This is an optimization exercise on Yosys and OpenROAD, whose aim is small area, not a production implementation. Function was checked by simulation only, so behaviour that the tests miss may differ from the original. Power figures rest on the tool's default switching activity, not on a simulated workload.

==> flow/design.v <==
package rf_pkg;
    localparam int unsigned XLEN_DEF   = 32;
    localparam int unsigned NREGS_DEF  = 32;
    localparam int unsigned MAX_WPORTS = 8;
    typedef enum logic [1:0] {
        FWD_RF  = 2'b00,
        FWD_MEM = 2'b01,
        FWD_ALU = 2'b10
    } fwd_sel_e;
    function automatic int highest_set(input logic [MAX_WPORTS-1:0] v);
        int idx;
        idx = -1;
        for (int unsigned k = 0; k < MAX_WPORTS; k++) begin
            if (v[k]) idx = k;
        end
        highest_set = idx;
    endfunction
endpackage
module rf_scoreboard
#(
    parameter  int unsigned NREGS         = rf_pkg::NREGS_DEF,
    parameter  int unsigned NREAD         = 3,
    localparam int unsigned AW            = $clog2(NREGS)
) (
    input  logic                   i_halt,
    input  logic                   i_dec_valid,
    input  logic [NREAD*AW-1:0]    i_rs_addr,
    input  logic [NREAD-1:0]       i_rs_used,
    input  logic [NREAD*2-1:0]     i_fwd_sel,
    input  logic                   i_rd_issue,
    input  logic [AW-1:0]          i_rd_addr,
    input  logic [NREGS-1:0]       i_wait,
    output logic                   o_stall,
    output logic                   o_accept
);
    logic [NREAD-1:0] w_raw;
    logic             w_waw;
    for (genvar g = 0; g < NREAD; g++) begin : g_raw
        logic [1:0] w_sel;
        logic       w_w;
        assign w_sel = i_fwd_sel[g*2 +: 2];
        rf_mux32 u_mux (.d (i_wait), .s (i_rs_addr[g*AW +: AW]), .y (w_w));
        assign w_raw[g] = i_rs_used[g] & (w_sel[0] ~^ w_sel[1]) & w_w;
    end
    logic w_wd;
    rf_mux32 u_mux_rd (.d (i_wait), .s (i_rd_addr), .y (w_wd));
    assign w_waw    = i_rd_issue & w_wd;
    assign o_stall  = i_dec_valid & ((|w_raw) | w_waw);
    assign o_accept = i_dec_valid & ~o_stall & ~i_halt;
endmodule
module rf_mux4 (
    input  logic [3:0] d,
    input  logic [1:0] s,
    output logic       y
);
    assign y = d[s];
endmodule
module rf_mux32 (
    input  logic [31:0] d,
    input  logic [4:0]  s,
    output logic        y
);
    logic [7:0] w_l1;
    logic [1:0] w_l2;
    for (genvar i = 0; i < 8; i++) begin : g_l1
        rf_mux4 u (.d (d[4*i +: 4]), .s (s[1:0]), .y (w_l1[i]));
    end
    for (genvar i = 0; i < 2; i++) begin : g_l2
        rf_mux4 u (.d (w_l1[4*i +: 4]), .s (s[3:2]), .y (w_l2[i]));
    end
    assign y = s[4] ? w_l2[1] : w_l2[0];
endmodule
module rf_ao22 (
    input  logic a1, a2, b1, b2,
    output logic y
);
    assign y = (a1 & a2) | (b1 & b2);
endmodule
module rf_aoi22 (
    input  logic a1, a2, b1, b2,
    output logic y
);
    assign y = ~((a1 & a2) | (b1 & b2));
endmodule
module rf_nand17 (
    input  logic [16:0] a,
    output logic        y
);
    assign y = ~&a;
endmodule
module operand_fetch_rf
#(
    parameter  int unsigned XLEN          = rf_pkg::XLEN_DEF,
    parameter  int unsigned NREGS         = rf_pkg::NREGS_DEF,
    parameter  int unsigned NREAD         = 3,
    parameter  int unsigned NWRITE        = 2,
    parameter  int unsigned HARDWIRE_ZERO = 1,
    localparam int unsigned AW            = $clog2(NREGS)
) (
    input  logic                     clk,
    input  logic                     reset,
    input  logic                     halt,
    input  logic                     dec_valid,
    input  logic [NREAD*AW-1:0]      rs_addr,
    input  logic [NREAD-1:0]         rs_used,
    input  logic [NREAD*2-1:0]       fwd_sel,
    input  logic [XLEN-1:0]          fwd_alu,
    input  logic [XLEN-1:0]          fwd_mem,
    input  logic                     rd_issue,
    input  logic [AW-1:0]            rd_addr,
    input  logic [NWRITE-1:0]        wb_en,
    input  logic [NWRITE*AW-1:0]     wb_addr,
    input  logic [NWRITE*XLEN-1:0]   wb_data,
    output logic                     stall,
    output logic                     op_valid,
    output logic [NREAD*XLEN-1:0]    op_data,
    output logic [NREGS-1:0]         busy
);
    localparam int unsigned NIN = NREGS + 1;    
    localparam int unsigned NG  = NIN / 2;      
    logic             w_accept;
    logic [NREGS-1:0] r_busy;
    logic [NREGS-1:0] w_wait;
    rf_scoreboard #(
        .NREGS  (NREGS),
        .NREAD  (NREAD)
    ) u_scoreboard (
        .i_halt      (halt),
        .i_dec_valid (dec_valid),
        .i_rs_addr   (rs_addr),
        .i_rs_used   (rs_used),
        .i_fwd_sel   (fwd_sel),
        .i_rd_issue  (rd_issue),
        .i_rd_addr   (rd_addr),
        .i_wait      (w_wait),
        .o_stall     (stall),
        .o_accept    (w_accept)
    );
    logic w_set_en;
    assign w_set_en  = ~reset & w_accept & rd_issue;
    assign r_busy[0] = 1'b0;
    assign w_wait[0] = 1'b0;
    assign busy      = r_busy;
    logic [XLEN-1:0] r_rf [1:NREGS-1];
    logic [XLEN-1:0] w_wb0, w_wb1;
    logic            w_wr;
    assign w_wb0 = wb_data[0 +: XLEN];
    assign w_wb1 = wb_data[XLEN +: XLEN];
    assign w_wr  = ~reset & ~halt;
    for (genvar r = 1; r < NREGS; r++) begin : g_reg
        logic w_a0, w_a1, w_t1, w_t0, w_th, w_en;
        logic [XLEN-1:0] w_dat;
        assign w_a0 = wb_en[0] & (wb_addr[0  +: AW] == AW'(r));
        assign w_a1 = wb_en[1] & (wb_addr[AW +: AW] == AW'(r));
        assign w_t1 = w_wr & w_a1;
        assign w_t0 = w_wr & w_a0 & ~w_a1;
        assign w_th = ~reset & ~(w_wr & (w_a0 | w_a1));
        assign w_en = reset | w_t1 | w_t0;
        assign w_wait[r] = r_busy[r] & ~(w_a0 | w_a1);
        always_ff @(posedge clk)
            r_busy[r] <= (r_busy[r] & w_th) | (w_set_en & (rd_addr == AW'(r)));
        for (genvar b = 0; b < XLEN; b++) begin : g_bit
            rf_ao22 u_dat (
                .a1 (w_t1), .a2 (w_wb1[b]),
                .b1 (w_t0), .b2 (w_wb0[b]),
                .y  (w_dat[b])
            );
        end
        always_ff @(posedge clk) if (w_en) r_rf[r] <= w_dat;
    end
    logic             r_op_valid;
    logic [AW-1:0]    r_rs  [NREAD];
    logic [NREAD-1:0] r_mem, r_alu;
    logic [XLEN-1:0]  r_fmem, r_falu;
    always_ff @(posedge clk) begin
        if (reset) r_op_valid <= 1'b0;
        else if (!halt) r_op_valid <= w_accept;
    end
    always_ff @(posedge clk) begin
        if (!halt) begin
            for (int i = 0; i < NREAD; i++) begin
                r_rs[i]  <= rs_addr[i*AW +: AW];
                r_mem[i] <= (fwd_sel[i*2 +: 2] == 2'b01) & (rs_addr[i*AW +: AW] != '0);
                r_alu[i] <= (fwd_sel[i*2 +: 2] == 2'b10) & (rs_addr[i*AW +: AW] != '0);
            end
            r_fmem <= fwd_mem;
            r_falu <= fwd_alu;
        end
    end
    for (genvar g = 0; g < NREAD; g++) begin : g_read
        logic [NIN-1:0] w_sel;
        for (genvar r = 0; r < NIN; r++) begin : g_sel
            if (r == 0) begin : g_m
                assign w_sel[r] = r_mem[g];
            end else if (r == NREGS) begin : g_a
                assign w_sel[r] = r_alu[g];
            end else begin : g_r
                assign w_sel[r] = ~r_mem[g] & ~r_alu[g] & (r_rs[g] == AW'(r));
            end
        end
        for (genvar b = 0; b < XLEN; b++) begin : g_bit
            logic [NIN-1:0] w_in;
            logic [NG-1:0]  w_grp;
            for (genvar r = 0; r < NIN; r++) begin : g_in
                if (r == 0) begin : g_m
                    assign w_in[r] = r_fmem[b];
                end else if (r == NREGS) begin : g_a
                    assign w_in[r] = r_falu[b];
                end else begin : g_r
                    assign w_in[r] = r_rf[r][b];
                end
            end
            logic w_last;
            for (genvar j = 0; j < NG; j++) begin : g_grp
                rf_aoi22 u_aoi (
                    .a1 (w_sel[2*j]),   .a2 (w_in[2*j]),
                    .b1 (w_sel[2*j+1]), .b2 (w_in[2*j+1]),
                    .y  (w_grp[j])
                );
            end
            assign w_last = ~(w_sel[NIN-1] & w_in[NIN-1]);
            rf_nand17 u_or (.a ({w_last, w_grp}), .y (op_data[g*XLEN + b]));
        end
    end
    assign op_valid = r_op_valid;
endmodule
==> flow/flow/run.sh <==
#!/bin/bash
# Layout flow: the standard flow (standard.sh, unchanged synthesis,
# floorplan, power grid, placement, routing) with two settings that ORFS
# reads from the environment:
#   * port buffers are the smallest buffer, buf_1, instead of the default
#     delay buffer (every input and output port still gets one);
#   * clock tree: clkbuf_8 only, sink clusters of at most 15 flip-flops
#     within 60 um, no dummy balancing loads.
# The whole make output goes to standard.log; each ORFS step also keeps its
# own log under orfs/logs/.
set -euo pipefail
export BUFFER_PORTS_ARGS="-buffer_cell sky130_fd_sc_hd__buf_1"
export CTS_ARGS="-sink_clustering_enable -repair_clock_nets -buf_list sky130_fd_sc_hd__clkbuf_8 -dont_use_dummy_load -sink_clustering_size 15 -sink_clustering_max_diameter 60"
bash standard.sh > standard.log 2>&1
==> flow/standard.sh <==
#!/bin/bash
# synth_recipe.tcl (not shown) runs the flow's synth.tcl, then flattens the netlist and writes it again
# the make line also repeats each setting of config.mk as NAME=value (left out here)
make -C /OpenROAD-flow-scripts/flow DESIGN_CONFIG=/design/flow/config.mk WORK_HOME=/design/flow/orfs CLKGATE_MAP_FILE= SYNTH_SCRIPT=/design/flow/synth_recipe.tcl "${@:-finish}"
==> flow/config.mk <==
export PLATFORM = sky130hd
export DESIGN_NAME = operand_fetch_rf
export DESIGN_NICKNAME = operand_fetch_rf
export VERILOG_FILES = /design/flow/design.v
export SDC_FILE = /design/flow/constraint.sdc
export NUM_CORES = 4
export LEC_CHECK = 0
export CAP_MARGIN = 20
export CORE_MARGIN = 2
export CORE_UTILIZATION = 25
export PLACE_DENSITY = 0.4
export SLEW_MARGIN = 20
export SYNTH_HIERARCHICAL = 1
export SYNTH_MINIMUM_KEEP_SIZE = 0
==> flow/constraint.sdc <==
create_clock -name core_clock -period 7.0 [get_ports {clk}]
set_input_delay 1.4000 -clock core_clock [delete_from_list [all_inputs] [get_ports {clk}]]
set_output_delay 1.4000 -clock core_clock [all_outputs]
set_load 0.01 [all_outputs]
==> results of run 1 <==
-- cell usage in the layout, fill, tap and decap left out, types with 39 or more instances in the layout --
cell type / Yosys / final
a22o_1: 992 / 992
a22oi_2: 1536 / 1536
buf_1: 4 / 239
buf_12: 0 / 39
buf_4: 1 / 255
clkbuf_2: 2 / 60
clkbuf_8: 0 / 152
edfxtp_1: 1077 / 1077
mux4_2: 40 / 40
nand2_1: 230 / 230
nand4_1: 386 / 386
nor2_4: 0 / 93
nor2b_1: 46 / 42
nor4_1: 96 / 90
-- registers in the layout (all words and copies together), names as in the netlist --
name / count
r_rf: 992
r_falu: 32
r_fmem: 32
r_busy: 31
r_rs: 15
r_alu: 3
r_mem: 3
r_op_valid: 1
-- cells in the mapped netlist (all sizes together), types with 2 or more instances --
| cell type | n | area share |
|---|---|---|
| nor2 | 110 | 0.0060 |
| a211oi | 27 | 0.0029 |
| inv | 2 | 0.00011 |
| nor3b | 9 | 0.00098 |
| and4bb | 4 | 0.00073 |
| or4 | 3 | 0.00033 |
| o22a | 19 | 0.0024 |
| buf | 17 | 0.0012 |
| o221ai | 11 | 0.0014 |
| clkbuf | 59 | 0.0032 |
| nor2b | 46 | 0.0042 |
| nor4bb | 3 | 0.00044 |
| a32o | 20 | 0.0029 |
| xnor2 | 3 | 0.00038 |
| nand2 | 230 | 0.013 |
| and4b | 4 | 0.00058 |
| a22o | 992 | 0.13 |
| nand4bb | 5 | 0.00082 |
| nand2b | 10 | 0.00091 |
| a22oi | 1548 | 0.28 |
| edfxtp | 1077 | 0.47 |
| or4b | 2 | 0.00029 |
| nor3 | 38 | 0.0028 |
| a32oi | 12 | 0.0015 |
| dfxtp | 32 | 0.0093 |
| mux2 | 4 | 0.00087 |
| o21bai | 31 | 0.0034 |
| nand3 | 8 | 0.00058 |
| or2 | 6 | 0.00054 |
| nor4 | 96 | 0.0087 |
| mux4 | 40 | 0.013 |
| a21o | 20 | 0.0022 |
| nand4 | 386 | 0.035 |
| nand4b | 6 | 0.00076 |
| and2 | 35 | 0.0032 |
-- power by group through the flow --
stage | combinational (mW) | clock (mW) | sequential [mW]
floorplan | 0.736 | 0 | 8.23
global placement | 2.04 | 0 | 8.31
detailed placement | 2.04 | 0 | 8.33
CTS | 2.05 | 4.72 | 8.18
global route | 2.09 | 4.93 | 8.24
finish | 2.09 | 4.62 | 8.19
-- kinds of logic (layout without fill, tap and decap cells) --
| logic type | Yosys count | count (layout) | share of synthesized area |
|---|---|---|---|
| other | 1 | 9 | 0.0000544 |
| AND/OR/NAND/NOR | 1004 | 1004 | 0.0797 |
| XOR/XNOR | 3 | 3 | 0.000381 |
| buffers and inverters | 78 | 751 | 0.00455 |
| AO/OA/AOI/OAI | 2681 | 2681 | 0.423 |
| flip-flops | 1109 | 1109 | 0.478 |
| multiplexers | 45 | 45 | 0.0141 |
-- Yosys stat by module (local to each module, per instance), a selection --
module / times used / area [um2] / cells
rf_nand17: 96 / 35.0 / 6
rf_aoi22: 1536 / 12.5 / 1
operand_fetch_rf: 1 / 36700 / 1763
rf_mux4: 40 / 22.5 / 1
rf_mux32: 4 / 15.0 / 1
rf_ao22: 992 / 8.76 / 1
-- through the flow --
stage                     cells  total power, mW   util  cell area, um2  hold WS (ns)
after global routing       9287             15.3  0.295           80900         0.556
after detailed placement   9132             10.4  0.288           78800         0.544
after global placement     9130             10.3  0.287           78800         0.570
final                      9288             14.9  0.295           80900         0.567
after CTS                  9284             15.0  0.295           80900         0.525
after floorplan            4925             8.97      -           69000         0.529
-- path summary, 6_finish.rpt --
kind	to	slack, ns	depth (start not counted)
worst min-delay path	r_op_valid	0.57	2
worst max register to register	r_busy[5]	3.36	9
worst min register to register	r_op_valid	0.57	2
worst max-delay path	op_data[24]	0.17	9
-- worst reg2reg max path: stages (launching register included) --
cell	delay, ns
dfxtp_1	0.37
and2_1	0.20
mux4_2	0.50
mux4_2	0.54
mux2_4	0.30
a32oi_1	0.27
and4_1	0.28
and4bb_1	0.71
a32o_1	0.28
a21o_1	0.08
-- routing by layer --
metal,share of wire,GRT usage,wire length [um],vias to the layer above
li1,-,-,-,23700
met1,0.41,0.368,169000,31300
met2,0.44,0.429,179000,3632
met3,0.076,0.0504,31200,804
met4,0.077,0.184,31600,4
met5,0.000059,0,24,-
-- final cells by class --
type | count | share of cell area
Clock buffer | 152 | 0.0258
Tap cell | 3686 | 0.0570
Sequential cell | 1109 | 0.407
Inverter | 2 | 0.000124
Timing Repair Buffer | 597 | 0.0487
Multi-Input combinational cell | 3738 | 0.461
Antenna cell | 4 | 0.000124
==> impl_metrics.yaml, run 1 <==
outcome:
  status: "finished clean"
global_route:
  grt_pass1_vias: 58200
  grt_max_degree: 42
  antenna_found_initial: 19
  grtUsageTotal: 0.283
  grt_overflow: 0
  grt_pass1_wl_um: 543000
cts:
  cts-root-buf: "clkbuf_8"
  cts.hold.buffers_added: 0
  cts_tree: "built"
  postCtsSetupRepairBufs: 0
  path_clk_slew_ns: 0.07
  cts_sinks: 1109
  postCtsResizedCells: 0
  cts_max_level: 4
  clock_latency_ns: 0.96
  clock_path_buffers: 4
  cts_buffers: 152
floorplan:
  start_util: 0.252
  die_h_um: 529
  core_area_mm2: 0.274
  io_pins: 304
  fp.dieW_um: 529
  rows: 192
  dieArea_mm2: 0.280
logic_synthesis:
  synth_ff_type: "edfxtp_1"
  syn_area_per_cell_um2: 14.0
  yosysUniqueCellTypes: 46
  yosys_warnings: 9
  async_reset_ff_frac: 0
  ys_seq_area_frac: 0.478
  synth-edff-count: 1077
  synth_area_mm2: 0.0689
  syn_inst: 4921
  yosys_register_bits: 1109
worst_setup_path:
  cp_top_family: "simple AND/OR/NAND/NOR gates"
  cp-startpoint: "r_mem[0]"
  cp_common_cell: "nand4_1"
  r2r-start: "r_busy[15]"
  path_buf_inv: 2
  max_stage_delay_ns: 0.91
  worstPathArrival_ns: 5.43
  end_kind: "primary output"
  crit_path_top_delay_cell: "nor4_1"
  cp_max_fo: 14
  path_cells: "nor3_1 -> nand2_1 -> nor2_4 -> buf_4 -> a22oi_2 -> nand4_1 -> nor4_1 -> nand4_1 -> buf_1"
  start_kind: "flip-flop"
  crit_required_ns: 5.60
  path_class: "reg2out"
place:
  port_buffers: 302
  pre_cts_ws_ns: 0.522
  hpwl_um: 272000
  place_congestion: 1.01
timing:
  rsz0062_at_grt: "false"
  finalSetupViolations: 0
  final.setup_skew_ns: 0.0759
  hold_violations: 0
  setup_ws_ns: 0.174
  slew_headroom: 0.197
  fmax_ghz: 0.146
  slew_viol_final: 0
  fin_crit_ns: 6.83
  worst_pin_slew_ns: 1.20
  fin_setup_tns_ns: 0
  min_period_over_period: 0.975
hold_path:
  holdCritPathClass: "reg2reg"
  min_from: "r_op_valid"
cells_and_area:
  fill_cells: 27500
  nets: 5774
  area.growth.synth_to_final_pct: 17.4
  multi_input_area_mm2: 0.0373
  seq_area_mm2: 0.0330
  drive_above_1_share: 0.411
detailed_routing:
  routed_via_density: 6.40
  avgRoutedWirePerCell_um: 44.2
  drtIter0Drc: 6939
  drt-total-wl_um: 410000
  firstDrtPassIters: 6
  vias: 59500
  ant_nets: 0
  drc: 0
power_and_ir_drop:
  power_frac_comb: 0.140
  switchingPower_mw: 4.78
  leakage_nw: 22.8
  swShare: 0.321
  vdd_drop_max_mv: 0.111
  seqPwrFrac: 0.550
  p_int_mw: 10.1
  power_frac_clock: 0.310
  power_density_mw_per_mm2: 184
run:
  max_cap_violations: 0
==> run 2: changes to the inputs <==
--- a/flow/flow/run.sh
+++ b/flow/flow/run.sh
@@ -5,10 +5,14 @@
 #   * port buffers are the smallest buffer, buf_1, instead of the default
 #     delay buffer (every input and output port still gets one);
 #   * clock tree: clkbuf_8 only, sink clusters of at most 15 flip-flops
-#     within 60 um, no dummy balancing loads.
+#     within 60 um, no dummy balancing loads;
+#   * after synthesis (the unchanged standard synthesis), flow/downsize.tcl
+#     gives each combinational cell the smallest drive of its family; the
+#     placement and timing repairs size cells up again where needed.
 # The whole make output goes to standard.log; each ORFS step also keeps its
 # own log under orfs/logs/.
 set -euo pipefail
 export BUFFER_PORTS_ARGS="-buffer_cell sky130_fd_sc_hd__buf_1"
 export CTS_ARGS="-sink_clustering_enable -repair_clock_nets -buf_list sky130_fd_sc_hd__clkbuf_8 -dont_use_dummy_load -sink_clustering_size 15 -sink_clustering_max_diameter 60"
+export POST_SYNTH_TCL="$PWD/flow/downsize.tcl"
 bash standard.sh > standard.log 2>&1
==> flow/flow/downsize.tcl (new file) <==
# Post-synthesis hook (POST_SYNTH_TCL): give every combinational cell the
# smallest drive strength of its own family (same function and pins, for
# example a22oi_2 -> a22oi_1). Flip-flops, latches, clock cells, tie cells
# and don't-use cells are left alone. Placement's repair_design and the
# timing repairs size cells back up where loads or timing need it.
set ds_dont_use [split $::env(DONT_USE_CELLS)]
set ds_block [ord::get_db_block]
set ds_db [ord::get_db]
array set ds_best {}
foreach ds_lib [$ds_db getLibs] {
  foreach ds_m [$ds_lib getMasters] {
    set ds_n [$ds_m getName]
    if {![regexp {^(sky130_fd_sc_hd__[a-z0-9]+)_(\d+)$} $ds_n -> ds_fam ds_sz]} continue
    if {[lsearch -exact $ds_dont_use $ds_n] >= 0} continue
    set ds_a [expr {[$ds_m getWidth] * [$ds_m getHeight]}]
    if {![info exists ds_best($ds_fam)] || $ds_a < [lindex $ds_best($ds_fam) 1]} {
      set ds_best($ds_fam) [list $ds_n $ds_a]
    }
  }
}
set ds_count 0
foreach ds_inst [$ds_block getInsts] {
  set ds_n [[$ds_inst getMaster] getName]
  if {![regexp {^(sky130_fd_sc_hd__([a-z0-9]+))_(\d+)$} $ds_n -> ds_fam ds_base ds_sz]} continue
  if {[regexp {^(df|edf|sdf|sedf|dl|clk|conb|lpflow|probe|tap|fill|decap|buf|bufinv|bufbuf|einv|ebuf|macro)} $ds_base]} continue
  if {![info exists ds_best($ds_fam)]} continue
  set ds_to [lindex $ds_best($ds_fam) 0]
  if {$ds_to eq $ds_n} continue
  replace_cell [$ds_inst getName] $ds_to
  incr ds_count
}
puts "downsize: resized $ds_count instances to the smallest drive of their family"
==> impl_metrics.yaml, run 2 <==
logic_synthesis:
  syn_inst: 4921
  yosys_warnings: 9
  syn_area_per_cell_um2: 12.4
  synth_area_mm2: 0.0612
timing:
  fin_setup_tns_ns: 0
  slew_viol_final: 0
  whs_ns: 0.556
  hold_violations: 0
  min_period_over_period: 0.949
  worst_pin_slew_ns: 1.24
  finalSetupViolations: 0
  slew_headroom: 0.174
  fin_crit_ns: 6.64
  final.setup_skew_ns: 0.0689
  fmax_ghz: 0.151
  rsz0062_at_grt: "false"
cts:
  cts_buffers: 144
  cts-root-buf: "clkbuf_8"
  cts_tree: "built"
  cts_max_level: 4
  postCtsSetupRepairBufs: 0
  cts.hold.buffers_added: 0
  clock_latency_ns: 0.96
  postCtsResizedCells: 0
  clock_path_buffers: 3
  cts_sinks: 1109
  path_clk_slew_ns: 0.05
worst_setup_path:
  start_kind: "input pin"
  cp_max_fo: 15
  worstPathArrival_ns: 5.24
  crit_required_ns: 5.60
  path_class: "in2out"
  path_cells: "buf_1 -> nand4b_1 -> o22a_1 -> and2_0 -> mux4_2 -> mux4_2 -> mux2_1 -> a32oi_1 -> a31oi_1 -> buf_1"
  end_kind: "primary output"
  crit_path_top_delay_cell: "nand4b_1"
  max_stage_delay_ns: 0.62
detailed_routing:
  vias: 60600
  firstDrtPassIters: 10
  drt-total-wl_um: 399000
  drc: 0
  routed_via_density: 6.88
  avgRoutedWirePerCell_um: 45.2
  ant_nets: 0
  drtIter0Drc: 9713
floorplan:
  fp.dieW_um: 499
  dieArea_mm2: 0.249
  rows: 181
  die_h_um: 499
  io_pins: 304
  core_area_mm2: 0.243
  start_util: 0.252
place:
  place_congestion: 0.923
  post_dp_cell_area_mm2: 0.0702
  hpwl_um: 258000
  port_buffers: 302
cells_and_area:
  final_common_cell: "a22oi_1"
  postLayoutCellArea_mm2: 0.0723
  nets: 5775
  largest_register: "r_rf"
  seq_area_mm2: 0.0330
  fill_cells: 24500
  drive_above_1_share: 0.133
  final_cell_mix: "1,548 x a22oi_1, 1,077 x edfxtp_1, 992 x a22o_1"
  multi_input_area_mm2: 0.0296
  area.growth.synth_to_final_pct: 18.0
  largest_register_ffs: 992
  reg_top3: "r_rf: 992 flops, r_falu: 32 flops, r_fmem: 32 flops"
power_and_ir_drop:
  vdd_drop_max_mv: 0.220
  swShare: 0.313
  power.total_mw: 14.5
  p_int_mw: 9.93
  seqPwrFrac: 0.555
  leakage_nw: 22.1
  power_density_mw_per_mm2: 200
  power_frac_comb: 0.137
  power_frac_clock: 0.308
  switchingPower_mw: 4.53
global_route:
  antenna_found_initial: 19
  grt_max_degree: 72
  grt_pass1_wl_um: 525000
  grt_pass1_vias: 56800
  grt_overflow: 0
  grtUsageTotal: 0.306
outcome:
  status: "finished clean"
hold_path:
  holdCritPathClass: "reg2reg"
run:
  max_cap_violations: 0
## run 2: final cells by class
type | instances | share of cell area
flip-flops and latches | 1109 | 0.456
multi-input cells | 3738 | 0.409
well taps | 3202 | 0.0554
repair buffers | 606 | 0.0515
clock buffers | 144 | 0.0274
diodes | 14 | 0.000485
inverters | 2 | 0.000138
## run 2: final timing paths
kind                                  from         end  slack (ns)  cells past startpoint
worst max-delay path            wb_addr[8]       stall        0.36                     10
worst min-delay path            r_op_valid  r_op_valid        0.56                      2
worst max register to register  r_busy[15]   r_busy[5]        3.37                      9
worst min register to register  r_op_valid  r_op_valid        0.56                      2
## run 2: through the flow
| step | setup WS, ns | util | std cells |
|---|---|---|---|
| 3_5_place_dp | 0.465 | 0.288 | 8655 |
| 3_3_place_gp | 0.582 | 0.288 | 8647 |
| 5_1_grt | 0.244 | 0.297 | 8804 |
| 4_1_cts | 0.461 | 0.297 | 8799 |
| 6_report | 0.359 | 0.297 | 8815 |
| 2_1_floorplan | 1.62 | - | 4925 |
## run 2: layer usage
metal  up-vias  share of wire  GRT usage  wire, um
met2      4670           0.44      0.461    174000
met4        14          0.079      0.208     31400
met3       922          0.095     0.0630     38000
met5         -        0.00077    0.00656       305
li1      23700              -          -         -
met1     31300           0.39      0.392    155000
## run 2: power by group through the flow
| stage | clock (mW) | sequential [mW] | combinational (mW) |
|---|---|---|---|
| after global placement | 0 | 8.14 | 1.92 |
| after global routing | 4.71 | 8.06 | 1.98 |
| after CTS | 4.51 | 8.00 | 1.93 |
| after floorplan | 0 | 8.05 | 0.610 |
| after detailed placement | 0 | 8.15 | 1.93 |
| final | 4.45 | 8.02 | 1.98 |
## run 2: worst max-delay path: cells and delay by family
family                 cells  cell delay, ns
multiplexers               3            1.34
AO/OA/AOI/OAI              3            0.90
AND/OR/NAND/NOR            2            0.87
buffers and inverters      2            0.72
==> run 3: changes to the inputs <==
--- a/flow/design.v
+++ b/flow/design.v
@@ -70,23 +70,36 @@
     end
     assign y = s[4] ? w_l2[1] : w_l2[0];
 endmodule
-module rf_ao22 (
-    input  logic a1, a2, b1, b2,
-    output logic y
-);
-    assign y = (a1 & a2) | (b1 & b2);
-endmodule
 module rf_aoi22 (
     input  logic a1, a2, b1, b2,
     output logic y
 );
     assign y = ~((a1 & a2) | (b1 & b2));
 endmodule
-module rf_nand17 (
-    input  logic [16:0] a,
+module rf_o21a (
+    input  logic a1, a2, b1,
+    output logic y
+);
+    assign y = (a1 | a2) & b1;
+endmodule
+module rf_oai22 (
+    input  logic a1, a2, b1, b2,
+    output logic y
+);
+    assign y = ~((a1 | a2) & (b1 | b2));
+endmodule
+module rf_nor2 (
+    input  logic a, b,
+    output logic y
+);
+    assign y = ~(a | b);
+endmodule
+module rf_orn (
+    input  logic [15:0] p,
+    input  logic        n,
     output logic        y
 );
-    assign y = ~&a;
+    assign y = (|p) | ~n;
 endmodule
 module operand_fetch_rf
 #(
@@ -116,8 +129,6 @@
     output logic [NREAD*XLEN-1:0]    op_data,
     output logic [NREGS-1:0]         busy
 );
-    localparam int unsigned NIN = NREGS + 1;    
-    localparam int unsigned NG  = NIN / 2;      
     logic             w_accept;
     logic [NREGS-1:0] r_busy;
     logic [NREGS-1:0] w_wait;
@@ -141,32 +152,33 @@
     assign r_busy[0] = 1'b0;
     assign w_wait[0] = 1'b0;
     assign busy      = r_busy;
-    logic [XLEN-1:0] r_rf [1:NREGS-1];
+    logic [XLEN-1:0] r_rfn [1:NREGS-1];
     logic [XLEN-1:0] w_wb0, w_wb1;
     logic            w_wr;
     assign w_wb0 = wb_data[0 +: XLEN];
     assign w_wb1 = wb_data[XLEN +: XLEN];
     assign w_wr  = ~reset & ~halt;
     for (genvar r = 1; r < NREGS; r++) begin : g_reg
-        logic w_a0, w_a1, w_t1, w_t0, w_th, w_en;
-        logic [XLEN-1:0] w_dat;
-        assign w_a0 = wb_en[0] & (wb_addr[0  +: AW] == AW'(r));
-        assign w_a1 = wb_en[1] & (wb_addr[AW +: AW] == AW'(r));
-        assign w_t1 = w_wr & w_a1;
-        assign w_t0 = w_wr & w_a0 & ~w_a1;
-        assign w_th = ~reset & ~(w_wr & (w_a0 | w_a1));
-        assign w_en = reset | w_t1 | w_t0;
+        logic w_a0, w_a1, w_t1, w_t0, w_th, w_thn;
+        logic [XLEN-1:0] w_wn, w_nxt;
+        assign w_a0  = wb_en[0] & (wb_addr[0  +: AW] == AW'(r));
+        assign w_a1  = wb_en[1] & (wb_addr[AW +: AW] == AW'(r));
+        assign w_t1  = w_wr & w_a1;
+        assign w_t0  = w_wr & w_a0 & ~w_a1;
+        assign w_th  = ~reset & ~(w_wr & (w_a0 | w_a1));
+        assign w_thn = ~w_th;
         assign w_wait[r] = r_busy[r] & ~(w_a0 | w_a1);
         always_ff @(posedge clk)
             r_busy[r] <= (r_busy[r] & w_th) | (w_set_en & (rd_addr == AW'(r)));
         for (genvar b = 0; b < XLEN; b++) begin : g_bit
-            rf_ao22 u_dat (
+            rf_aoi22 u_wr (
                 .a1 (w_t1), .a2 (w_wb1[b]),
                 .b1 (w_t0), .b2 (w_wb0[b]),
-                .y  (w_dat[b])
+                .y  (w_wn[b])
             );
-        end
-        always_ff @(posedge clk) if (w_en) r_rf[r] <= w_dat;
+            rf_o21a u_upd (.a1 (w_thn), .a2 (r_rfn[r][b]), .b1 (w_wn[b]), .y (w_nxt[b]));
+        end
+        always_ff @(posedge clk) r_rfn[r] <= w_nxt;
     end
     logic             r_op_valid;
     logic [AW-1:0]    r_rs  [NREAD];
@@ -188,38 +200,28 @@
         end
     end
     for (genvar g = 0; g < NREAD; g++) begin : g_read
-        logic [NIN-1:0] w_sel;
-        for (genvar r = 0; r < NIN; r++) begin : g_sel
-            if (r == 0) begin : g_m
-                assign w_sel[r] = r_mem[g];
-            end else if (r == NREGS) begin : g_a
-                assign w_sel[r] = r_alu[g];
-            end else begin : g_r
-                assign w_sel[r] = ~r_mem[g] & ~r_alu[g] & (r_rs[g] == AW'(r));
-            end
-        end
+        logic [NREGS-1:0] w_seln;
+        for (genvar r = 1; r < NREGS; r++) begin : g_sel
+            assign w_seln[r] = r_mem[g] | r_alu[g] | (r_rs[g] != AW'(r));
+        end
+        assign w_seln[0] = 1'b1;
         for (genvar b = 0; b < XLEN; b++) begin : g_bit
-            logic [NIN-1:0] w_in;
-            logic [NG-1:0]  w_grp;
-            for (genvar r = 0; r < NIN; r++) begin : g_in
-                if (r == 0) begin : g_m
-                    assign w_in[r] = r_fmem[b];
-                end else if (r == NREGS) begin : g_a
-                    assign w_in[r] = r_falu[b];
-                end else begin : g_r
-                    assign w_in[r] = r_rf[r][b];
-                end
-            end
-            logic w_last;
-            for (genvar j = 0; j < NG; j++) begin : g_grp
-                rf_aoi22 u_aoi (
-                    .a1 (w_sel[2*j]),   .a2 (w_in[2*j]),
-                    .b1 (w_sel[2*j+1]), .b2 (w_in[2*j+1]),
-                    .y  (w_grp[j])
+            logic [15:0] w_p;
+            logic        w_n;
+            for (genvar j = 0; j < 15; j++) begin : g_pair
+                rf_oai22 u_oai (
+                    .a1 (w_seln[2*j+1]), .a2 (r_rfn[2*j+1][b]),
+                    .b1 (w_seln[2*j+2]), .b2 (r_rfn[2*j+2][b]),
+                    .y  (w_p[j])
                 );
             end
-            assign w_last = ~(w_sel[NIN-1] & w_in[NIN-1]);
-            rf_nand17 u_or (.a ({w_last, w_grp}), .y (op_data[g*XLEN + b]));
+            rf_nor2 u_last (.a (w_seln[NREGS-1]), .b (r_rfn[NREGS-1][b]), .y (w_p[15]));
+            rf_aoi22 u_fwd (
+                .a1 (r_mem[g]), .a2 (r_fmem[b]),
+                .b1 (r_alu[g]), .b2 (r_falu[b]),
+                .y  (w_n)
+            );
+            rf_orn u_or (.p (w_p), .n (w_n), .y (op_data[g*XLEN + b]));
         end
     end
     assign op_valid = r_op_valid;
--- a/flow/flow/run.sh
+++ b/flow/flow/run.sh
@@ -1,6 +1,6 @@
 #!/bin/bash
 # Layout flow: the standard flow (standard.sh, unchanged synthesis,
-# floorplan, power grid, placement, routing) with two settings that ORFS
+# floorplan, power grid, placement, routing) with settings that ORFS
 # reads from the environment:
 #   * port buffers are the smallest buffer, buf_1, instead of the default
 #     delay buffer (every input and output port still gets one);
==> impl_metrics.yaml, run 3 <==
place:
  port_buffers: 302
  pre_cts_ws_ns: 0.821
  place_congestion: 0.991
  hpwl_um: 262000
global_route:
  grtUsageTotal: 0.345
  grt_pass1_wl_um: 546000
  grt_max_degree: 56
  antenna_found_initial: 41
  grt_overflow: 0
  grt_pass1_vias: 62500
hold_path:
  whs_endpoint: "r_busy[19]"
  min_from: "r_busy[19]"
  min_delay_path_depth: 2
  holdCritPathClass: "reg2reg"
outcome:
  status: "finished clean"
power_and_ir_drop:
  leakage_nw: 18.1
  power_density_mw_per_mm2: 185
  vdd_drop_max_mv: 0.186
cts:
  path_clk_slew_ns: 0.08
  cts_max_level: 4
  cts_buffers: 136
  cts_sinks: 1109
  postCtsResizedCells: 0
  postCtsSetupRepairBufs: 0
  clock_latency_ns: 0.93
  clock_path_buffers: 3
  cts-root-buf: "clkbuf_8"
  cts.hold.buffers_added: 0
  cts_tree: "built"
timing:
  worst_pin_slew_ns: 1.29
  hold_violations: 0
  finalSetupViolations: 0
  min_period_over_period: 0.985
  fin_crit_ns: 6.90
  slew_headroom: 0.139
  rsz0062_at_grt: "false"
  setup_ws_ns: 0.103
  fmax_ghz: 0.145
  fin_setup_tns_ns: 0
  final.setup_skew_ns: 0.0623
  slew_viol_final: 0
worst_setup_path:
  rrSetupSlack_ns: 3.42
  path_buf_inv: 2
  start_kind: "flip-flop"
  cp_common_cell: "nor2_1"
  cp_top_family: "simple AND/OR/NAND/NOR gates"
  max_stage_delay_ns: 0.92
  worstPathArrival_ns: 5.50
  path_class: "reg2out"
  crit_path_top_delay_cell: "nand2_2"
  end_kind: "primary output"
  reg2reg_depth: 11
  cp_max_fo: 25
  timing.rr.end: "r_busy[11]"
  worst-path-stages: 10
  crit_required_ns: 5.60
  r2r-start: "r_busy[15]"
  path_cells: "nor2_1 -> nand2_1 -> nor2_1 -> nand2_2 -> buf_4 -> o22ai_1 -> nor4_1 -> nand4_1 -> or4b_1 -> buf_1"
cells_and_area:
  final_cell_mix: "1,472 x o22ai_1, 1,095 x a22oi_1, 1,024 x dfxtp_1"
  fin_util: 0.300
  largest_register_ffs: 992
  nets: 6813
  fill_cells: 23200
  reg_top3: "r_rfn: 992 flops, r_falu: 32 flops, r_fmem: 32 flops"
  area.growth.synth_to_final_pct: 18.8
  final_common_cell: "o22ai_1"
  largest_register: "r_rfn"
  drive_above_1_share: 0.115
floorplan:
  fp.dieW_um: 475
  core_area_mm2: 0.220
  die_h_um: 475
  io_pins: 304
  rows: 172
  start_util: 0.252
  dieArea_mm2: 0.226
run:
  max_cap_violations: 0
detailed_routing:
  drt-total-wl_um: 407000
  routed_via_density: 7.01
  vias: 67400
  drtIter0Drc: 10000
  drc: 0
  avgRoutedWirePerCell_um: 42.3
  firstDrtPassIters: 7
  ant_nets: 0
logic_synthesis:
  syn_area_per_cell_um2: 9.44
  syn_inst: 5883
  synth_area_mm2: 0.0555
  yosys_warnings: 11
[run 3: cell types whose count changed in the layout (fill, tap and decap cells not counted), moves of 94 or more]
cell / before / now
a22o_1: 992 / 0
a22oi_1: 1548 / 1095
dfxtp_1: 32 / 1024
edfxtp_1: 1077 / 85
nand2_1: 230 / 95
nand4_1: 386 / 96
nor2_1: 17 / 232
nor4_1: 96 / 276
o21a_1: 0 / 992
o22ai_1: 0 / 1472
or4b_1: 2 / 96
[run 3: cell type report]
| type | instances | area [um2] | area share |
|---|---|---|---|
| Multi-Input combinational cell | 4703 | 33000 | 0.500 |
| Sequential cell | 1109 | 23100 | 0.349 |
| Timing Repair Buffer | 664 | 4200 | 0.0637 |
| Tap cell | 2958 | 3700 | 0.0561 |
| Clock buffer | 136 | 1870 | 0.0284 |
| Inverter | 25 | 96.3 | 0.00146 |
| Antenna cell | 19 | 47.5 | 0.000721 |
[run 3: routing by layer]
metal	track usage	vias up	wire length, um
met5	0	-	149
met4	0.238	24	33500
met3	0.0877	1222	43900
met2	0.496	5181	168000
met1	0.450	34100	162000
li1	-	26900	-
[run 3: stage by stage]
step | power [mW] | hold slack [ns] | instances | instance area [um2]
floorplan | 7.10 | 0.485 | 5887 | 55500
global placement | 7.95 | 0.494 | 9453 | 63900
detailed placement | 7.95 | 0.498 | 9455 | 64000
CTS | 12.2 | 0.510 | 9591 | 65800
global route | 12.5 | 0.532 | 9601 | 65900
finish | 12.2 | 0.505 | 9614 | 66000
[run 3: how the worst max path moves through the flow]
| stage | from | to | slack (ns) |
|---|---|---|---|
| 2_1_floorplan | halt | r_busy[5] | 1.35 |
| 6_report | r_mem[0] | op_data[29] | 0.10 |
| 4_1_cts | r_mem[2] | op_data[65] | 0.45 |
| 3_3_place_gp | wb_en[0] | stall | 0.77 |
| 5_1_grt | r_mem[0] | op_data[29] | 0.21 |
| 3_5_place_dp | wb_en[0] | stall | 0.82 |
[run 3: report_power, final]
group / internal [mW] / leakage, nW / switching [mW]
Clock: 1.72 / 0.978 / 2.61
Combinational: 0.269 / 7.99 / 1.02
Sequential: 6.48 / 9.13 / 0.0912
Total: 8.47 / 18.1 / 3.72
[run 3: tightest hold or removal path: cells and delay by family (launching register included)]
family / cells / cell delay (ns)
flip-flops: 1 / 0.32
AO/OA/AOI/OAI: 1 / 0.07
AND/OR/NAND/NOR: 1 / 0.07
==> run 4: changes to the inputs <==
--- a/flow/config.mk
+++ b/flow/config.mk
@@ -7,8 +7,8 @@
 export LEC_CHECK = 0
 export CAP_MARGIN = 20
 export CORE_MARGIN = 2
-export CORE_UTILIZATION = 25
-export PLACE_DENSITY = 0.4
+export CORE_UTILIZATION = 35
+export PLACE_DENSITY = 0.5
 export SLEW_MARGIN = 20
 export SYNTH_HIERARCHICAL = 1
 export SYNTH_MINIMUM_KEEP_SIZE = 0
==> impl_metrics.yaml, run 4 <==
global_route:
  grt_pass1_vias: 61500
  grt_pass1_wl_um: 495000
  grt_overflow: 0
  antenna_found_initial: 31
  grt_max_degree: 65
  grtUsageTotal: 0.425
place:
  port_buffers: 302
  hpwl_um: 237000
  dp.cells: 8531
  place_congestion: 1.03
timing:
  whs_ns: 0.519
  fin_setup_tns_ns: -0.629
  min_period_over_period: 1.03
  worst_pin_slew_ns: 1.30
  fmax_ghz: 0.139
  rsz0062_at_grt: "false"
  hold_violations: 0
  slew_viol_final: 0
  final.setup_skew_ns: 0.0150
  fin_crit_ns: 7.18
  finalSetupViolations: 4
  slew_headroom: 0.122
  setup_ws_ns: -0.178
floorplan:
  rows: 146
  io_pins: 304
  dieArea_mm2: 0.162
  start_util: 0.351
  fp.dieW_um: 402
  core_area_mm2: 0.158
  die_h_um: 402
cts:
  cts_buffers: 118
  cts_tree: "built"
  cts-root-buf: "clkbuf_8"
  clock_latency_ns: 0.89
  cts_max_level: 3
  clock_path_buffers: 3
  path_clk_slew_ns: 0.08
  cts_sinks: 1109
  cts.hold.buffers_added: 0
detailed_routing:
  firstDrtPassIters: 13
  avgRoutedWirePerCell_um: 41.6
  routed_via_density: 7.69
  highest_layer: "met5"
  wl_met2_um: 148000
  ant_nets: 0
  vias: 66700
  drt-total-wl_um: 361000
  drtIter0Drc: 11100
  wl_met3_um: 43300
  drc: 0
  wl_met1_um: 132000
power_and_ir_drop:
  leakage_nw: 17.8
  power_density_mw_per_mm2: 183
  vdd_drop_max_mv: 0.155
worst_setup_path:
  start_kind: "flip-flop"
  end_kind: "primary output"
  cp_max_fo: 34
  worstPathArrival_ns: 5.78
  path_class: "reg2out"
  crit_required_ns: 5.60
run:
  max_cap_violations: 0
logic_synthesis:
  syn_inst: 5883
  syn_area_per_cell_um2: 9.44
  yosys_warnings: 11
  synth_area_mm2: 0.0555
cells_and_area:
  final_cells: 8671
  largest_register: "r_rfn"
  drive_above_1_share: 0.101
  final_cell_mix: "1,472 x o22ai_1, 1,095 x a22oi_1, 1,024 x dfxtp_1"
  largest_register_ffs: 992
  reg_top3: "r_rfn: 992 flops, r_falu: 32 flops, r_fmem: 32 flops"
  nets: 6756
  area.growth.synth_to_final_pct: 15.6
  final_common_cell: "o22ai_1"
outcome:
  so.violations: "negative setup slack"
  status: "failed layout checks"
hold_path:
  holdCritPathClass: "reg2reg"
run 4: power breakdown:
part / internal (mW) / switching [mW] / total (mW)
combinational: 0.265 / 0.954 / 1.22
clock: 1.48 / 2.44 / 3.92
sequential: 6.48 / 0.0936 / 6.57
total: 8.23 / 3.48 / 11.7
run 4: critical path, stage by stage (launching register included):
cell and delay [ns]:
edfxtp_1 0.33, buf_4 0.49, or3_1 0.46, nor3_1 0.15, nand2_1 0.55, buf_4 0.40, o22ai_1 0.12, nor4_1 1.01
nand4_1 0.51, or4b_1 0.63, buf_1 0.16
run 4: path summary, 6_finish.rpt:
check,start,end,slack [ns],depth (start not counted)
setup reg to reg,r_busy[31],r_busy[28],3.29,11
hold / removal,r_rfn[6][10],r_rfn[6][10],0.52,1
hold reg to reg,r_rfn[6][10],r_rfn[6][10],0.52,1
setup / recovery,r_alu[1],op_data[47],-0.18,10
run 4: per-layer routing:
layer,GRT usage,up-vias
met3,0.120,1508
met5,0.00624,-
met4,0.352,22
met2,0.608,5574
met1,0.528,32800
li1,-,26800
run 4: layout make-up:
| class | count | area (um2) |
|---|---|---|
| diodes | 19 | 47.5 |
| well taps | 2072 | 2590 |
| fillers | 15900 | 93900 |
| multi-input cells | 4703 | 32900 |
| flip-flops and latches | 1109 | 23100 |
| clock buffers | 118 | 1620 |
| repair buffers | 625 | 3890 |
| inverters | 25 | 96.3 |
run 4: timing repair:
action | CTS | global route
setup endpoints to repair | 0 | 1
gates resized for setup | 0 | 1
buffers inserted | 0 | 0
run 4: per-stage QoR:
stage / setup slack (ns) / util / total power, mW / area (um2)
final: -0.178 / 0.406 / 11.7 / 64200
after global routing: 0.0757 / 0.406 / 12.0 / 64100
after CTS: 0.227 / 0.405 / 11.7 / 64000
after detailed placement: 0.919 / 0.395 / 7.88 / 62400
after global placement: 0.966 / 0.395 / 7.87 / 62400
after floorplan: 1.35 / - / 7.10 / 55500
==> run 5: changes to the inputs <==
--- a/flow/design.v
+++ b/flow/design.v
@@ -76,11 +76,11 @@
 );
     assign y = ~((a1 & a2) | (b1 & b2));
 endmodule
-module rf_o21a (
-    input  logic a1, a2, b1,
-    output logic y
-);
-    assign y = (a1 | a2) & b1;
+module rf_aoi221 (
+    input  logic a1, a2, b1, b2, c1,
+    output logic y
+);
+    assign y = ~((a1 & a2) | (b1 & b2) | c1);
 endmodule
 module rf_oai22 (
     input  logic a1, a2, b1, b2,
@@ -160,7 +160,7 @@
     assign w_wr  = ~reset & ~halt;
     for (genvar r = 1; r < NREGS; r++) begin : g_reg
         logic w_a0, w_a1, w_t1, w_t0, w_th, w_thn;
-        logic [XLEN-1:0] w_wn, w_nxt;
+        logic [XLEN-1:0] w_nxt;
         assign w_a0  = wb_en[0] & (wb_addr[0  +: AW] == AW'(r));
         assign w_a1  = wb_en[1] & (wb_addr[AW +: AW] == AW'(r));
         assign w_t1  = w_wr & w_a1;
@@ -171,12 +171,14 @@
         always_ff @(posedge clk)
             r_busy[r] <= (r_busy[r] & w_th) | (w_set_en & (rd_addr == AW'(r)));
         for (genvar b = 0; b < XLEN; b++) begin : g_bit
-            rf_aoi22 u_wr (
+            logic w_keep;
+            rf_nor2 u_keep (.a (w_thn), .b (r_rfn[r][b]), .y (w_keep));
+            rf_aoi221 u_upd (
                 .a1 (w_t1), .a2 (w_wb1[b]),
                 .b1 (w_t0), .b2 (w_wb0[b]),
-                .y  (w_wn[b])
+                .c1 (w_keep),
+                .y  (w_nxt[b])
             );
-            rf_o21a u_upd (.a1 (w_thn), .a2 (r_rfn[r][b]), .b1 (w_wn[b]), .y (w_nxt[b]));
         end
         always_ff @(posedge clk) r_rfn[r] <= w_nxt;
     end
--- a/flow/config.mk
+++ b/flow/config.mk
@@ -7,8 +7,8 @@
 export LEC_CHECK = 0
 export CAP_MARGIN = 20
 export CORE_MARGIN = 2
-export CORE_UTILIZATION = 35
-export PLACE_DENSITY = 0.5
+export CORE_UTILIZATION = 25
+export PLACE_DENSITY = 0.4
 export SLEW_MARGIN = 20
 export SYNTH_HIERARCHICAL = 1
 export SYNTH_MINIMUM_KEEP_SIZE = 0
==> impl_metrics.yaml, run 5 <==
timing:
  final.setup_skew_ns: 0.0850
  finalSetupViolations: 1
  fin_crit_ns: 7.01
  min_period_over_period: 1.00
  setup_ws_ns: -0.0116
  slew_viol_final: 0
  rsz0062_at_grt: "false"
  hold_violations: 0
  worst_pin_slew_ns: 1.28
  slew_headroom: 0.146
  fmax_ghz: 0.143
floorplan:
  rows: 169
  start_util: 0.251
  fp.dieW_um: 465
  die_h_um: 465
  dieArea_mm2: 0.216
  core_area_mm2: 0.211
  io_pins: 304
place:
  hpwl_um: 247000
  pre_cts_ws_ns: 0.794
  dp.cells: 9351
  post_dp_cell_area_mm2: 0.0615
  port_buffers: 302
  place_congestion: 0.938
cts:
  cts_tree: "built"
  postCtsResizedCells: 0
  cts-root-buf: "clkbuf_8"
  cts.hold.buffers_added: 0
  path_clk_slew_ns: 0.10
  clock_latency_ns: 0.92
  postCtsSetupRepairBufs: 0
  cts_max_level: 4
  clock_path_buffers: 3
  cts_buffers: 132
  cts_sinks: 1109
outcome:
  status: "failed layout checks"
  so.violations: "negative setup slack"
cells_and_area:
  nets: 6840
  largest_register_ffs: 992
  reg_top3: "r_rfn: 992 flops, r_falu: 32 flops, r_fmem: 32 flops"
  postLayoutCellArea_mm2: 0.0634
  area.growth.synth_to_final_pct: 19.5
  drive_above_1_share: 0.111
  largest_register: "r_rfn"
  fill_cells: 22500
  final_cells: 9490
  final_common_cell: "o22ai_1"
  fin_util: 0.300
  final_cell_mix: "1,472 x o22ai_1, 1,224 x nor2_1, 1,024 x dfxtp_1"
worst_setup_path:
  path_class: "reg2out"
  start_kind: "flip-flop"
  crit_required_ns: 5.60
  end_kind: "primary output"
  rrSetupSlack_ns: 3.47
  cp_max_fo: 33
  worstPathArrival_ns: 5.61
detailed_routing:
  vias: 66400
  drtIter0Drc: 10900
  ant_nets: 0
  firstDrtPassIters: 6
  drc: 0
  avgRoutedWirePerCell_um: 40.2
  routed_via_density: 7.00
  drt-total-wl_um: 381000
global_route:
  grt_pass1_wl_um: 516000
  grtUsageTotal: 0.334
  grt_overflow: 0
  grt_max_degree: 51
  antenna_found_initial: 8
  grt_pass1_vias: 61900
logic_synthesis:
  syn_inst: 5883
  synth_area_mm2: 0.0530
  yosys_warnings: 11
  syn_area_per_cell_um2: 9.02
hold_path:
  holdCritPathClass: "reg2reg"
power_and_ir_drop:
  power_density_mw_per_mm2: 190
  leakage_nw: 18.2
  power.total_mw: 12.0
  vdd_drop_max_mv: 0.216
run:
  max_cap_violations: 0
==> run 5: area by class of cell <==
type,instances,area (um2),area share
multi-input combinational,4703,30400,0.480
sequential,1109,23100,0.364
timing repair buffer,695,4410,0.0696
tap,2821,3530,0.0557
clock buffer,132,1820,0.0287
inverter,25,96.3,0.00152
antenna,5,12.5,0.000197
==> run 5: stage by stage <==
step | TNS (ns) | hold slack [ns]
floorplan | 0 | 0.501
global placement | 0 | 0.512
detailed placement | 0 | 0.514
CTS | 0 | 0.529
global route | 0 | 0.547
finish | -0.0116 | 0.527
==> run 5: final timing paths <==
kind | from | end | depth (start not counted)
hold reg to reg | r_rfn[3][18] | r_rfn[3][18] | 2
setup / recovery | r_alu[0] | op_data[11] | 11
hold / removal | r_rfn[3][18] | r_rfn[3][18] | 2
setup reg to reg | r_busy[14] | r_busy[29] | 12
==> run 5: routing by layer <==
| layer | vias to the layer above | GRT usage | part of all wire |
|---|---|---|---|
| met1 | 33400 | 0.432 | 0.39 |
| met4 | 2 | 0.236 | 0.084 |
| met3 | 1011 | 0.0683 | 0.10 |
| li1 | 26900 | - | - |
| met2 | 5108 | 0.496 | 0.42 |
| met5 | - | 0.00178 | 0.000050 |
==> run 5: where the power goes <==
group	leakage, nW	internal (mW)	switching [mW]
logic	8.15	0.274	0.955
registers	9.13	6.48	0.0907
clock network	0.949	1.67	2.57
total	18.2	8.43	3.61
==> run 5: worst max-delay path, stage by stage, from the launching register on <==
cell and delay (ns):
edfxtp_1 0.36, buf_4 0.50, or3_1 0.31, nor3_1 0.18, nand2_2 0.48, buf_4 0.44, buf_4 0.22, o22ai_1 0.08
nor4_1 0.97, nand4_1 0.38, or4b_1 0.60, buf_1 0.15
==> run 6: changes to the inputs <==
--- a/flow/config.mk
+++ b/flow/config.mk
@@ -9,6 +9,7 @@
 export CORE_MARGIN = 2
 export CORE_UTILIZATION = 25
 export PLACE_DENSITY = 0.4
+export SETUP_SLACK_MARGIN = 0.4
 export SLEW_MARGIN = 20
 export SYNTH_HIERARCHICAL = 1
 export SYNTH_MINIMUM_KEEP_SIZE = 0
==> impl_metrics.yaml, run 6 <==
floorplan:
  io_pins: 304
  start_util: 0.251
  rows: 169
  fp.dieW_um: 465
  dieArea_mm2: 0.216
  die_h_um: 465
  core_area_mm2: 0.211
cts:
  cts-root-buf: "clkbuf_8"
  cts.hold.buffers_added: 0
  clock_path_buffers: 3
  cts_buffers: 132
  postCtsSetupRepairBufs: 0
  clock_latency_ns: 0.92
  cts_sinks: 1109
  cts_max_level: 4
  cts_tree: "built"
  path_clk_slew_ns: 0.09
outcome:
  status: "finished clean"
timing:
  min_period_over_period: 0.961
  fmax_ghz: 0.149
  worst_pin_slew_ns: 1.37
  rsz0062_at_grt: "true"
  fin_setup_tns_ns: 0
  slew_headroom: 0.0774
  hold_violations: 0
  whs_ns: 0.530
  finalSetupViolations: 0
  fin_crit_ns: 6.72
  final.setup_skew_ns: 0.0866
  slew_viol_final: 0
cells_and_area:
  nets: 6840
  reg_top3: "r_rfn: 992 flops, r_falu: 32 flops, r_fmem: 32 flops"
  final_cells: 9491
  fill_cells: 22500
  final_common_cell: "o22ai_1"
  largest_register_ffs: 992
  final_cell_mix: "1,472 x o22ai_1, 1,224 x nor2_1, 1,024 x dfxtp_1"
  drive_above_1_share: 0.113
  area.growth.synth_to_final_pct: 19.6
  largest_register: "r_rfn"
  fin_util: 0.300
power_and_ir_drop:
  power_density_mw_per_mm2: 190
  leakage_nw: 18.3
  power.total_mw: 12.0
  vdd_drop_max_mv: 0.217
global_route:
  grtUsageTotal: 0.334
  grt_pass1_vias: 61900
  grt_overflow: 0
  grt_max_degree: 51
  grt_pass1_wl_um: 516000
  antenna_found_initial: 9
hold_path:
  holdCritPathClass: "reg2reg"
worst_setup_path:
  end_kind: "primary output"
  max_stage_delay_ns: 1.16
  crit_required_ns: 5.60
  path_cells: "or3_1 -> nor3_1 -> nand2_1 -> buf_4 -> o22ai_1 -> nor4_1 -> nand4_1 -> or4b_1 -> buf_1"
  worstPathArrival_ns: 5.32
  path_class: "reg2out"
  cp_max_fo: 32
  start_kind: "flip-flop"
  crit_path_top_delay_cell: "nor4_1"
detailed_routing:
  ant_nets: 0
  vias: 66500
  drtIter0Drc: 10800
  firstDrtPassIters: 7
  drc: 0
  avgRoutedWirePerCell_um: 40.2
  routed_via_density: 7.01
  drt-total-wl_um: 381000
place:
  place_congestion: 0.938
  port_buffers: 302
  dp.cells: 9351
  hpwl_um: 247000
run:
  max_cap_violations: 0
logic_synthesis:
  syn_inst: 5883
  synth_area_mm2: 0.0530
  syn_area_per_cell_um2: 9.02
  yosys_warnings: 11
## run 6: timing repair
action                                  CTS  global route
endpoints found under the setup margin    4             9
hold endpoints to repair                  0             0
resized for setup                         4             8
## run 6: worst paths after layout
path | start | end | slack [ns] | cells after the start
hold reg to reg | r_rfn[3][18] | r_rfn[3][18] | 0.53 | 2
setup / recovery | r_alu[2] | op_data[92] | 0.28 | 9
hold / removal | r_rfn[3][18] | r_rfn[3][18] | 0.53 | 2
setup reg to reg | r_busy[6] | r_busy[29] | 3.49 | 12
## run 6: where the power goes
group	internal, mW	switching, mW	total (mW)	leakage, nW
Sequential	6.48	0.0908	6.57	9.13
Clock	1.67	2.57	4.24	0.949
Combinational	0.274	0.954	1.23	8.18
## run 6: routing by layer
metal / vias up / routed length, um / track usage
met5: - / 19 / 0.00178
met4: 2 / 32400 / 0.236
li1: 26900 / - / -
met3: 1088 / 38800 / 0.0685
met1: 33400 / 148000 / 0.431
met2: 5181 / 162000 / 0.497
## run 6: cell type report
type | count | area (um2) | area share
diodes | 6 | 15.0 | 0.000237
repair buffers | 695 | 4410 | 0.0696
multi-input cells | 4703 | 30500 | 0.481
clock buffers | 132 | 1820 | 0.0286
inverters | 25 | 96.3 | 0.00152
flip-flops and latches | 1109 | 23100 | 0.363
well taps | 2821 | 3530 | 0.0557
## run 6: worst max-delay path, delay by kind of cell (launching register included)
kind | cells | cell delay [ns]
compound gates | 1 | 0.17
flops | 1 | 0.39
simple gates | 6 | 3.10
buf+inv | 2 | 0.69
## run 6: per-stage QoR
stage                     area, um2  setup WS [ns]
after floorplan               53100           1.34
after global placement        61400          0.877
after detailed placement      61500          0.794
after CTS                     63300          0.422
after global routing          63400          0.382
final                         63400          0.276

port drivers added, routing unchanged:
No port has a modelled driver above. Below, the same layouts with a new extraction and two added sets of constraints. Step 1 sets driving cells, clkbuf_16 on the clock port and buf_2 on the other inputs (assumed; they add their load-dependent delay and slew). Step 2 times the ports against the registers' clock, not the clock port: input delays grow and output delays shrink by t, the midpoint of the rising clock arrivals with the driver on. Slacks: ideal / step 1 / step 2; pairs: ideal / step 1.
| run | shift t [ns] | setup slack, ns | latest minus earliest clock arrival (ns) | worst register clock-pin slew, ns | cell pins on the clock port's net |
|---|---|---|---|---|---|
| run 1 | 1.013 | 0.174 / 0.074 / 0.399 | 0.173 / 0.174 | 0.11 / 0.11 | 1 |
| run 2 | 1.030 | 0.359 / 0.328 / 0.331 | 0.130 / 0.131 | 0.11 / 0.11 | 1 |
| run 3 | 1.017 | 0.103 / 0.014 / 0.613 | 0.120 / 0.120 | 0.11 / 0.11 | 1 |
| run 4 | 0.984 | -0.178 / -0.265 / 0.719 | 0.129 / 0.129 | 0.11 / 0.11 | 1 |
| run 5 | 0.988 | -0.012 / -0.102 / 0.678 | 0.130 / 0.129 | 0.11 / 0.11 | 1 |
| run 6 | 0.994 | 0.276 / 0.182 / 0.705 | 0.135 / 0.135 | 0.11 / 0.11 | 1 |
For run 2, which loses most, drivers alone change the setup slack by -0.031 ns; drivers and shift together by -0.028 ns.
